Source: an optimization exercise on an open RTL-to-GDS flow (aim: small area, a short achievable clock period and few clock cycles per item). Production flows keep margins and buffers that such runs may drop. In this exercise RTL edits were held to simulation tests only and were not proved equivalent to the original. Power is estimated from default activity; no workload was simulated.

Setup of v7:
Design multicycle_processor, start of the top module:
module multicycle_processor #(
    parameter int                DATA_W   = 32,
    parameter int                NUM_REGS = 16,
    parameter int                ADDR_W   = 32,
    parameter logic [ADDR_W-1:0] RESET_PC = '0
) (
    input  logic                   clk,
    input  logic                   reset,
    output logic                   imem_req,
    output logic [ADDR_W-1:0]      imem_addr,
    input  logic                   imem_ack,
    input  logic [31:0]            imem_rdata,
    output logic                   dmem_req,
    output logic                   dmem_we,
    output logic [ADDR_W-1:0]      dmem_addr,
    output logic [DATA_W-1:0]      dmem_wdata,
    input  logic                   dmem_ack,
    input  logic [DATA_W-1:0]      dmem_rdata,
    output logic                   retire,
    output logic                   halted
);
    typedef logic [DATA_W-1:0] word_t;
    logic              ireq_q, ireq_d;         
    logic [ADDR_W-1:0] fa_q, fa_d;             
    logic              retire_q, retire_d;
    logic              halted_q, halted_d;
    logic              z_q, z_d, n_q, n_d;
    logic              ev_q, ev_d;
    logic [31:0]       ir_q, ir_d;
    logic [3:0]        ra_q, ra_d;             
    logic [3:0]        rb_q, rb_d;             
    logic [15:0]       sa_q, sb_q;             
    logic [15:0]       rv_n;
    logic              pz_q, pz_d;             
    logic              zt_q, zt_d;             
    logic              sa_j_q, sa_j_d;         
    logic              sb_j_q, sb_j_d;         
  ...
Settings: LEC_CHECK=0, CAP_MARGIN=20, CORE_MARGIN=2, CORE_UTILIZATION=35, SETUP_SLACK_MARGIN=5, SLEW_MARGIN=20; clock period 9.0 ns.
standard.sh (not shown) runs the stock make flow with config.mk's settings and CLKGATE_MAP_FILE= SYNTH_SCRIPT=/design/flow/synth_recipe.tcl, a recipe that flattens the netlist after the stock synthesis.
==> flow/flow/run.sh <==
#!/bin/bash
# The standard layout (standard.sh, all steps, the standard synthesis
# unchanged), except that the ports are buffered with the smallest buffer
# instead of the one buffer_ports picks by itself; timing repair resizes them
# where a path needs it.
set -euo pipefail
bash standard.sh "BUFFER_PORTS_ARGS=-buffer_cell sky130_fd_sc_hd__buf_1" finish > standard_flow.log 2>&1
Testbench counts of v7, summed over its fixed seeds: cycles 73,517, instructions 72,675.
> inputs changed (v7 -> v40)
- an added CTS_BUF_LIST of sky130_fd_sc_hd__clkbuf_4
- an added ABC_CLOCK_PERIOD_IN_PS of 3500
[summary]
- The final layouts of v40 and v7 pass the timing, DRC and antenna checks.
- For power in sequential cells, v40 and v7 come out practically identical.
- Leakage power (v40 vs. v7) increases by a few percent
- Comparing post-route cell area for v40 and v7, the smaller number came from v7.
- v7 reports its highest routed metal layer as met5 while v40 reports met4.
- Higher final total power was reported by v7, not v40.
- Total wire length after detailed routing, v40 and v7: smaller value in v7
- Switching fraction of total power: v40 vs v7 up 1.2 points
- Per the comparison of v40 with v7, clock-cell share of area now smaller; synthesized cell count comparable.
- Compared with v7, in v40 synthesis-to-finish area growth shows an increase of 1.5 points, vias per cell shows a reduction of about 1.4%.
- For the tightest slew margin relative to the limit, v40 came in 1.2 points higher than v7 did.
## Diff of input files: v42 against v40
- CTS_BUF_LIST no longer set, was sky130_fd_sc_hd__clkbuf_4
## What came out
- Of v42 and v40, it is v42 that has the higher fmax.
- v42 against v40: post-route minimum period lost 0.25 ns; utilization lost 0.53 points; sequential group share of total power lost 0.5 points; clock skew lost 0.041 ns; met2 demand-to-capacity share in global routing lost 0.25 points.
- A top layer used by detailed routing of met5 is what v42 shows, while met4 belongs to v40.
- Comparing final worst slack for v42 and v40, the smaller number came from v40.

========
== run A ==
multicycle_processor, a different RTL version from the one above (not shown whole).
For scale: about 4,300 cells after synthesis, about 750 flip-flops, ~39,000 um2 of cells after synthesis.
## multicycle_processor
module multicycle_processor #(
    parameter int                DATA_W   = 32,
    parameter int                NUM_REGS = 16,
    parameter int                ADDR_W   = 32,
    parameter logic [ADDR_W-1:0] RESET_PC = '0
) (
    input  logic                   clk,
    input  logic                   reset,
    output logic                   imem_req,
    output logic [ADDR_W-1:0]      imem_addr,
    input  logic                   imem_ack,
    input  logic [31:0]            imem_rdata,
    output logic                   dmem_req,
    output logic                   dmem_we,
    output logic [ADDR_W-1:0]      dmem_addr,
    output logic [DATA_W-1:0]      dmem_wdata,
    input  logic                   dmem_ack,
    input  logic [DATA_W-1:0]      dmem_rdata,
    output logic                   retire,
    output logic                   halted
);
Settings: LEC_CHECK=0, ABC_AREA=1, ABC_CLOCK_PERIOD_IN_PS=3500, CAP_MARGIN=20, CORE_MARGIN=2, CORE_UTILIZATION=35, SETUP_SLACK_MARGIN=5, SLEW_MARGIN=20; clock period 9.0 ns.
run.sh (not shown) runs the stock make flow with config.mk's settings and CLKGATE_MAP_FILE= SYNTH_SCRIPT=/design/flow/synth_recipe.tcl, a recipe that flattens the netlist after the stock synthesis.
Stock flow here: none of the scripts above is used.
In summary, run A completed successfully, with a layout that passed the timing, DRC and antenna checks.
Testbench counts of run A, summed over its fixed seeds: cycles 77,176, instructions 72,675.
Input changes introduced in run B (baseline for comparison: run A):
==> flow/flow/run.sh (new file) <==
#!/bin/bash
# The standard layout (standard.sh, all steps, the standard synthesis
# unchanged), except: the ports are buffered with the smallest buffer instead
# of the one buffer_ports picks by itself (timing repair resizes them where a
# path needs it), and timing repair aims at a setup slack of 5.5 ns.
set -euo pipefail
bash standard.sh "BUFFER_PORTS_ARGS=-buffer_cell sky130_fd_sc_hd__buf_1" SETUP_SLACK_MARGIN=5.5 finish > standard_flow.log 2>&1
==> flow/standard.sh (new file) <==
#!/bin/bash
# synth_recipe.tcl (not shown) runs the flow's synth.tcl, then flattens the netlist and writes it again
# the make line also repeats each setting of config.mk as NAME=value (left out here)
make -C /OpenROAD-flow-scripts/flow DESIGN_CONFIG=/design/flow/config.mk WORK_HOME=/design/flow/orfs CLKGATE_MAP_FILE= SYNTH_SCRIPT=/design/flow/synth_recipe.tcl "${@:-finish}"
==> flow/config.mk <==
export PLATFORM = sky130hd
export DESIGN_NAME = multicycle_processor
export DESIGN_NICKNAME = multicycle_processor
export VERILOG_FILES = /design/flow/design.v
export SDC_FILE = /design/flow/constraint.sdc
export NUM_CORES = 4
export LEC_CHECK = 0
export ABC_CLOCK_PERIOD_IN_PS = 3500
export CAP_MARGIN = 20
export CORE_MARGIN = 2
export CORE_UTILIZATION = 35
export SLEW_MARGIN = 20
removed: flow/run.sh
==> comparison <==
- Looking at synthesized area across run B and run A, the one that comes out higher is run A.
- The lower slack of the critical path came out of run A.
- The synthesized netlist cell count of run B is lower than that of run A.
- Run A reports its commonest non-fill, non-tap cell in the layout as sky130_fd_sc_hd__nand2_1 while run B reports sky130_fd_sc_hd__edfxtp_1.
- Relative to run A, cell count has gone down in run B.
- Global routing met3 resource utilization for run B is higher than for run A.
- Going from run A to run B, the number of core rows was found to have gone down by 1.6%.
- Measured against run B, the placed wire-length estimate after detailed placement of run A comes out at 1.16 times the reference value.
### run B -> run C
==> flow/flow/run.sh <==
#!/bin/bash
# The standard layout (standard.sh, all steps, the standard synthesis
# unchanged), except that the ports are buffered with the smallest buffer
# instead of the one buffer_ports picks by itself; timing repair resizes them
# where a path needs it.
set -euo pipefail
bash standard.sh "BUFFER_PORTS_ARGS=-buffer_cell sky130_fd_sc_hd__buf_1" finish > standard_flow.log 2>&1
-- flow/config.mk --
<<< run B, line 10
export CORE_MARGIN = 2
export CORE_UTILIZATION = 35
export SLEW_MARGIN = 20
>>> run C, line 10
export CORE_MARGIN = 2
export CORE_UTILIZATION = 35
export SETUP_SLACK_MARGIN = 5
export SLEW_MARGIN = 20
[summary]
- In summary, run C completed successfully, with a layout that passed the timing, DRC and antenna checks.
- registers as the top power group was reported by run C, and combinational cells by run B.
- Looking at fraction of power consumed by the clock network across run B and run C, the one that comes out higher is run C.
- Compared with run B, run C shows inverter count of the layout excluding clock inverters that has gone down by a few percent.
- Looking at power of the combinational group, run C sits below run B.
- Fmax down 0.0024 GHz in run C wrt run B
- In run C the area taken by multi-input logic gates turned out 6.6% lower than in run B.
- Looking only at largest net degree at the start of global routing, and setting everything else aside, the higher value of run B and run C goes to run C.
- Measured against each other, run B and run C differ in clock period minus final worst setup slack, the higher figure coming from run C.
- Between run B and run C, the clock slew seen by the registers of the worst setup and hold paths figures differ only marginally.
- For the period utilization, run C came in 0.41 points higher than run B did.
- Power: run C vs run B down 8.6%
Setup changes, run C to run D
==> flow/run.sh (new file) <==
#!/bin/bash
# synth_recipe.tcl (not shown) runs the flow's synth.tcl, then flattens the netlist and writes it again
# the make line also repeats each setting of config.mk as NAME=value (left out here)
make -C /OpenROAD-flow-scripts/flow DESIGN_CONFIG=/design/flow/config.mk WORK_HOME=/design/flow/orfs CLKGATE_MAP_FILE= SYNTH_SCRIPT=/design/flow/synth_recipe.tcl finish
-- flow/config.mk --
<<< run C, line 10
export CORE_MARGIN = 2
export CORE_UTILIZATION = 35
export SETUP_SLACK_MARGIN = 5
export SLEW_MARGIN = 20
>>> run D, line 10
export CORE_MARGIN = 2
export CORE_UTILIZATION = 35
export CTS_CLUSTER_DIAMETER = 60
export CTS_CLUSTER_SIZE = 24
export SETUP_SLACK_MARGIN = 5
export SLEW_MARGIN = 20
removed: flow/flow/run.sh
removed: flow/standard.sh
## What came out
Number of buffers between clock root and the deepest sink delta (run C -> run D): insignificant
Compared with run C, number of gates given a new drive strength after cts in run D increased by more than a quarter.
The final period utilization of run D is higher than that of run C.
When the final numbers for run C and run D were put side by side, the number of optimization iterations in the first detailed-route pass turned out to be greater in run D.
From run C to run D the numbers moved as follows: number of maximum-capacitance violations shows no meaningful change; final cell area excluding filler cells shows an increase of about 3%; area taken by multi-input logic gates shows an increase of about 1.2%; global-route track usage on met3 shows a reduction of 0.42 points.
#### Input delta (run E over run D)
-- flow/config.mk --
<<< run D, line 10
export CORE_MARGIN = 2
export CORE_UTILIZATION = 35
export CTS_CLUSTER_DIAMETER = 60
export CTS_CLUSTER_SIZE = 24
export SETUP_SLACK_MARGIN = 5
export SLEW_MARGIN = 20
>>> run E, line 10
export CORE_MARGIN = 2
export CORE_UTILIZATION = 35
export SETUP_SLACK_MARGIN = 5
export SLEW_MARGIN = 20
Results
Looking at the reports, run E completed the entire flow and the layout it produced met the timing, DRC and antenna checks. Run D | status: complete | timing, DRC, antenna: pass. Compared with run D, run E shows design internal power higher by 480 uW. Per the comparison of run E with run D, count of placed standard cells in the final layout, fillers left out saw little to no change; fraction of cell area in non-clock buffers saw a decrease; post-route clock period utilization saw a decrease. Run D → run E: maximum single-stage delay on the critical path fell by 0.03 ns; setup slack rose by 0.046 ns; vias after detailed routing rose by 200. Diff run D..run E | synthesized cell count | unchanged. Comparing run D with run E, the global-route usage came out essentially unchanged. The power consumed by sequential cells was comparable across run E and run D.
Edits applied to the flow inputs when going from run E to run F:
-- flow/config.mk --
<<< run E, line 10
export CORE_MARGIN = 2
export CORE_UTILIZATION = 35
export SETUP_SLACK_MARGIN = 5
export SLEW_MARGIN = 20
>>> run F, line 10
export CORE_MARGIN = 2
export CORE_UTILIZATION = 35
export CTS_BUF_LIST = sky130_fd_sc_hd__clkbuf_8
export SETUP_SLACK_MARGIN = 5
export SLEW_MARGIN = 20
## What came out
- Routed length on met3, run F vs run E: down slightly
- The via count of run F was inferior to that of run E.
- For run E, the origin of the worst setup path was xarg_q[0], unlike run F, where it was xa_q[26].
- Number of cells on the critical path, run F and run E: larger value in run E
- Worst setup slack: run F > run E
- Compared with run E, in run F cell area -0.74%; per-cell routed wire length -0.39 um; part of the power in combinational logic +1.0 points; post-route clock period utilization -0.28 points.
- Run F vs. run E: clock tree cell share of total cell area fell by 0.56 points; worst-case vdd ir drop fell by 10%.

afterwards: timing with drivers on the ports:
Ports are ideal in the flow. The routed layouts listed here were re-timed in OpenROAD.
Step 1 (the two cells are an assumption about what drives the block):
set clk [get_ports {clk}]
set_driving_cell -lib_cell sky130_fd_sc_hd__clkbuf_16 $clk
set_driving_cell -lib_cell sky130_fd_sc_hd__buf_2 [delete_from_list [all_inputs] $clk]
Step 2 adds t to the input delays and takes it off the output delays; t is the mean of the earliest and latest rising clock arrival at the registers after step 1. Input paths then give back, and output paths get back, about the clock's delay inside the block.
Three values: ideal ports, drivers, drivers and shift; two values: the first two.
run	t (ns)	setup WS [ns]	worst hold slack (ns)	latest minus earliest clock arrival (ns)	slew at the worst register clock pin (ns)
v7	0.713	4.936 / 4.936 / 4.557	0.460 / 0.460 / 0.460	0.053 / 0.053	0.07 / 0.07
v40	1.115	4.688 / 4.626 / 4.449	0.460 / 0.460 / 0.460	0.112 / 0.111	0.08 / 0.08
v42	0.713	4.936 / 4.936 / 4.557	0.460 / 0.460 / 0.460	0.053 / 0.053	0.07 / 0.07
run A	0.726	4.964 / 4.964 / 4.357	0.460 / 0.460 / 0.460	0.057 / 0.057	0.07 / 0.07
run B	0.742	5.056 / 5.056 / 4.562	0.452 / 0.452 / 0.452	0.058 / 0.058	0.07 / 0.07
run C	0.720	5.019 / 5.019 / 4.474	0.457 / 0.457 / 0.457	0.057 / 0.057	0.07 / 0.07
run D	0.740	4.905 / 4.905 / 4.461	0.472 / 0.472 / 0.472	0.062 / 0.062	0.09 / 0.09
run E	0.713	4.951 / 4.951 / 4.408	0.464 / 0.464 / 0.464	0.067 / 0.068	0.07 / 0.07
run F	0.822	4.975 / 4.975 / 4.301	0.473 / 0.473 / 0.473	0.096 / 0.097	0.08 / 0.08
After both steps setup and hold are still met in every run listed. For run F, which loses most, drivers alone change the setup slack by 0.000 ns; drivers and shift together by -0.674 ns.
